This design comes from an exercise in tuning for small area on the open sky130 flow, not from production work.
In this exercise RTL edits were held to simulation tests only and were not proved equivalent to the original.
No activity file was given, so power comes from the tool's default toggle rates.

// cube_display_driver
module cube_display_driver
#(
  parameter int CLK_DIV    = 2,
  parameter int LAYER_HOLD = 64
) (
  input  logic                  Clk,
  input  logic                  Reset,
  input  logic [N_CELLS-1:0]    Cells,
  input  logic                  Cells_valid,
  output logic                  Frame_taken,
  output logic                  SR_data,
  output logic                  SR_clk,
  output logic                  SR_latch,
  output logic [N_SIDE-1:0]     Layer_en,
  output logic                  Frame_done
);
export LEC_CHECK = 0
export CAP_MARGIN = 20
export CORE_MARGIN = 2
export CORE_UTILIZATION = 40
export CTS_BUF_LIST = sky130_fd_sc_hd__clkbuf_4
export SLEW_MARGIN = 20
export SYNTH_HIERARCHICAL = 1
create_clock -name core_clock -period 5.0 [get_ports {Clk}]
standard.sh (not shown) runs the stock make flow with config.mk's settings and CLKGATE_MAP_FILE= SYNTH_SCRIPT=/design/flow/synth_recipe.tcl, a recipe that flattens the netlist after the stock synthesis.
==> flow/flow/run.sh <==
#!/bin/bash
# Standard ORFS layout, with the port buffers made from the smallest buffer
# cell instead of the one buffer_ports picks by itself.
set -euo pipefail
export BUFFER_PORTS_ARGS="-buffer_cell sky130_fd_sc_hd__buf_1"
bash standard.sh finish > flow_make.log 2>&1
Edit:
- CTS_BUF_LIST: sky130_fd_sc_hd__clkbuf_4 -> sky130_fd_sc_hd__clkbuf_2 sky130_fd_sc_hd__clkbuf_4 sky130_fd_sc_hd__clkbuf_8
Result: The new run finished clean; fmax shrinks by 1.6%; synthesized cell count stays the same; total power climbs by 6.3%; utilization climbs by 0.67 points; combinational power is about the same; hold slack gains 140 ps; cell area is higher by 1.3%; cell count goes down by 2.6%; non-clock buffer count falls by 1; sequential power barely changes; count of clock-buffer cells in the layout went down by 65.


pepper:
The RTL this note starts from:
==> flow/design.v <==
package cube_pkg;
  localparam int N_SIDE     = 8;
  localparam int N_CELLS    = 512;
  localparam int LAYER_BITS = 64;
  typedef enum logic [1:0] {
    ST_START = 2'd0,
    ST_SHIFT = 2'd1,
    ST_LATCH = 2'd2,
    ST_HOLD  = 2'd3
  } disp_state_t;
  function automatic int idx(input int x,
                          input int y,
                          input int z);
    idx = z * 64 + y * 8 + x;
  endfunction
  function automatic int cnt_width(input int a, input int b);
    cnt_width = (((a > b) ? a : b) < 2) ? 1 : $clog2((a > b) ? a : b);
  endfunction
endpackage
module frame_cell (
  input  logic c,
  input  logic take,
  input  logic keep,
  input  logic q,
  output logic d
);
  assign d = ~((c | keep) & (q | take));
endmodule
module aoi3 (
  input  logic [2:0] d,
  input  logic [2:0] s,
  output logic       y_n
);
  assign y_n = ~|(d & s);
endmodule
module sel8 (
  input  logic [7:0] d,
  input  logic [7:0] s,
  output logic       y
);
  logic [1:0] p_n;
  aoi3 u_a (.d(d[2:0]), .s(s[2:0]), .y_n(p_n[0]));
  aoi3 u_b (.d(d[5:3]), .s(s[5:3]), .y_n(p_n[1]));
  assign y = ~(p_n[0] & p_n[1] & ~(d[6] & s[6]) & ~(d[7] & s[7]));
endmodule
module layer_serializer (
  input  logic [511:0] frame,
  input  logic [2:0]   lo,
  input  logic [2:0]   hi,
  input  logic [2:0]   z,
  output logic         bit_o
);
  logic [7:0]  s1, s2, s3;
  logic [63:0] l1;
  logic [7:0]  l2;
  always_comb begin
    for (int i = 0; i < 8; i++) begin
      s1[i] = (lo == 3'(i));
      s2[i] = (hi == 3'(i));
      s3[i] = (z  == 3'(i));
    end
  end
  for (genvar g = 0; g < 64; g++) begin : g_l1
    sel8 u_sel (.d(frame[g*8 +: 8]), .s(s1), .y(l1[g]));
  end
  for (genvar h = 0; h < 8; h++) begin : g_l2
    sel8 u_sel (.d(l1[h*8 +: 8]), .s(s2), .y(l2[h]));
  end
  sel8 u_l3 (.d(l2), .s(s3), .y(bit_o));
endmodule
import cube_pkg::*;
module cube_display_driver
#(
  parameter int CLK_DIV    = 2,
  parameter int LAYER_HOLD = 64
) (
  input  logic                  Clk,
  input  logic                  Reset,
  input  logic [N_CELLS-1:0]    Cells,
  input  logic                  Cells_valid,
  output logic                  Frame_taken,
  output logic                  SR_data,
  output logic                  SR_clk,
  output logic                  SR_latch,
  output logic [N_SIDE-1:0]     Layer_en,
  output logic                  Frame_done
);
  logic [8:0]         pos;
  logic [2:0]         z;
  logic               shown;       
  logic [N_CELLS-1:0] frame_buf;
  logic [N_CELLS-1:0] cells_ord;
  logic [8:0]         pos_inc;
  logic               sr_data_q;   
  logic               sr_data_nx;
  logic               sr_load;
  logic start, shift, latch, hold, last, capture, hold_n, dat;
  assign start   = pos[8] & pos[7];
  assign shift   = ~pos[8];
  assign latch   = pos[8] & ~pos[7] & ~pos[6] & (pos[5:0] == 6'd0);
  assign hold    = pos[8] & ~pos[7] & ~latch;
  assign last    = pos[8] & ~pos[7] & pos[6];
  assign capture = start & (z == 3'd0) & Cells_valid & ~Reset;
  assign hold_n  = ~(pos[8] & pos[6] & pos[5] & (z == 3'd0) & Cells_valid & ~Reset);
  assign pos_inc = pos + 9'd1;
  assign sr_load    = &pos[1:0];
  assign sr_data_nx = (shown | capture) & ~pos_inc[8] &
                      (capture ? Cells[LAYER_BITS-1] : dat);
  always_ff @(posedge Clk or posedge Reset) begin
    if (Reset) begin
      pos       <= '1;
      z         <= 3'd0;
      shown     <= 1'b0;
      sr_data_q <= 1'b0;
    end else begin
      pos       <= last ? 9'h1ff : pos_inc;
      if (sr_load) begin
        sr_data_q <= sr_data_nx;
      end
      if (last) begin
        z <= z + 3'd1;
      end
      if (capture) begin
        shown <= 1'b1;
      end
    end
  end
  always_comb begin
    for (int l = 0; l < N_SIDE; l++) begin
      for (int k = 0; k < LAYER_BITS; k++) begin
        cells_ord[l*LAYER_BITS + k] =
          Cells[l*LAYER_BITS + LAYER_BITS - 1 - ((k + 1) % LAYER_BITS)];
      end
    end
  end
  logic [N_CELLS-1:0] frame_nx;
  for (genvar i = 0; i < N_CELLS; i++) begin : g_cell
    frame_cell u_cell (
      .c      (cells_ord[i]),
      .take   (capture),
      .keep   (hold_n),
      .q      (frame_buf[i]),
      .d      (frame_nx[i])
    );
  end
  always_ff @(posedge Clk) begin
    frame_buf <= frame_nx;
  end
  layer_serializer u_ser (
    .frame (frame_buf),
    .lo    (pos[4:2]),
    .hi    (pos[7:5]),
    .z     (z),
    .bit_o (dat)
  );
  assign Frame_taken = capture;
  assign SR_data     = sr_data_q;
  assign SR_clk      = shift & pos[1];
  assign SR_latch    = latch;
  assign Frame_done  = last & (z == 3'd7);
  always_comb begin
    Layer_en = '0;
    Layer_en[z] = hold;
  end
endmodule
Settings: LEC_CHECK=0, CAP_MARGIN=20, CORE_MARGIN=2, CORE_UTILIZATION=70, CTS_BUF_LIST=sky130_fd_sc_hd__clkbuf_8, CTS_CLUSTER_DIAMETER=60, CTS_CLUSTER_SIZE=20, SLEW_MARGIN=20, SYNTH_HIERARCHICAL=1; clock period 5.0 ns.
==> flow/flow/run.sh <==
#!/bin/bash
# Standard ORFS layout, with the port buffers made from the smallest buffer
# cell instead of the one buffer_ports picks by itself, and a clock tree
# without dummy balancing loads.
set -euo pipefail
export BUFFER_PORTS_ARGS="-buffer_cell sky130_fd_sc_hd__buf_1"
export CTS_ARGS="-sink_clustering_enable -repair_clock_nets -sink_clustering_size 20 -sink_clustering_max_diameter 60 -buf_list sky130_fd_sc_hd__clkbuf_8 -dont_use_dummy_load"
bash standard.sh finish > flow_make.log 2>&1
pepper went all the way through synthesis, placement and routing and the layout is clean on timing, DRC and antenna.
For zinc, these inputs were changed with respect to pepper:
==> flow/flow/run.sh <==
#!/bin/bash
# Standard ORFS layout, with the port buffers made from the smallest buffer
# cell instead of the one buffer_ports picks by itself, and a clock tree
# without dummy balancing loads.
set -euo pipefail
export BUFFER_PORTS_ARGS="-buffer_cell sky130_fd_sc_hd__buf_1"
export CTS_ARGS="-sink_clustering_enable -repair_clock_nets -sink_clustering_size 10 -sink_clustering_max_diameter 40 -buf_list sky130_fd_sc_hd__clkbuf_4 -dont_use_dummy_load"
bash standard.sh finish > flow_make.log 2>&1
Notes after the runs:
zinc reached the end of the flow, and the finished layout is clean on the timing, DRC and antenna checks.
Part of the total power dissipated in the clock network for zinc: 0.7 points up relative to pepper
In the metrics for zinc and pepper, the one carrying the lower wire length is zinc.
| post-route clock period utilization | zinc vs pepper | 2.4 points higher |
Relative to pepper, the worst supply voltage drop on vdd measured on zinc has decreased by a few percent.
Input changes introduced in onyx (baseline for comparison: zinc):
- CORE_UTILIZATION now 60, was 70
## What came out
- From zinc to onyx the numbers moved as follows: die height went up by 7.8%; global-route wire length before repair went down by 2500 um.
- In onyx the post-route minimum period turned out 0.048 ns higher than in zinc.
- Area added between synthesis and finish delta for onyx relative to zinc: 0.53 points higher
- Compared zinc against onyx; fraction of area in multi-input gates within noise.
- onyx -> zinc: net load switching power flat
- In onyx the combined global-route utilization of all metal layers turned out 6.4 points lower than in zinc.
- Slew at the pin closest to its max-slew limit was higher in onyx than in zinc.
- Status: total power parity (onyx, zinc)
- Summary of onyx over zinc: least setup slack across all paths after layout went down 0.048 ns, cell area rose by about 0.44%.
Setup changes, onyx to raven
==> flow/flow/run.sh <==
#!/bin/bash
# Standard ORFS layout, with the port buffers made from the smallest buffer
# cell instead of the one buffer_ports picks by itself.
set -euo pipefail
export BUFFER_PORTS_ARGS="-buffer_cell sky130_fd_sc_hd__buf_1"
bash standard.sh finish > flow_make.log 2>&1
[summary]
[compare] base=onyx new=raven: count of buffer and inverter cells on the critical path down 2; minimum clock period after layout -0.093 ns.
onyx → raven: global-route usage about even, non-clock buffer count held steady.
Looking at startpoint of the worst setup timing path, the z[0] result is from onyx; the pos[4] one comes from raven.
Master of the slowest instance on the critical path = dfrtp_1: onyx; master of the slowest instance on the critical path = dfstp_2: raven
onyx -> raven: global-route wire length before repair flat
After detailed routing, onyx needs less wire than raven.
onyx → raven: share of total power in the clock network went up by 5.8 points; cell area now larger.

==> static timing again, ports no longer ideal <==
The results above use ideal ports. As a check the final layouts listed here were re-extracted and re-timed, cells and wires unchanged.
Step 1, drivers: a clkbuf_16 drives Clk and a buf_2 each remaining input, both assumed.
Step 2 moves the port delays by t, midway between the first and last clock arrival at a register: inputs arrive t later, outputs are due t later. That takes back most of the time a late clock gives input paths.
Three values: no drivers, after step 1, after step 2; two values: the first two.
run	shift t [ns]	slack for setup (ns)	slew at the worst register clock pin (ns)	worst data-port slew with drivers (ns)	pins driven straight from the clock port
the first run of note 1	0.978	0.299 / 0.299 / 0.299	0.07 / 0.07	0.08	1
the second run of note 1	0.703	0.222 / 0.222 / 0.222	0.07 / 0.07	0.08	1
pepper	0.667	1.313 / 1.288 / 1.313	0.12 / 0.12	0.14	1
zinc	0.766	1.195 / 1.149 / 1.221	0.11 / 0.11	0.14	1
onyx	0.786	1.147 / 1.097 / 1.349	0.11 / 0.11	0.12	1
raven	0.611	1.239 / 1.239 / 1.239	0.12 / 0.12	0.12	1
After both steps setup and hold are still met in every run listed.
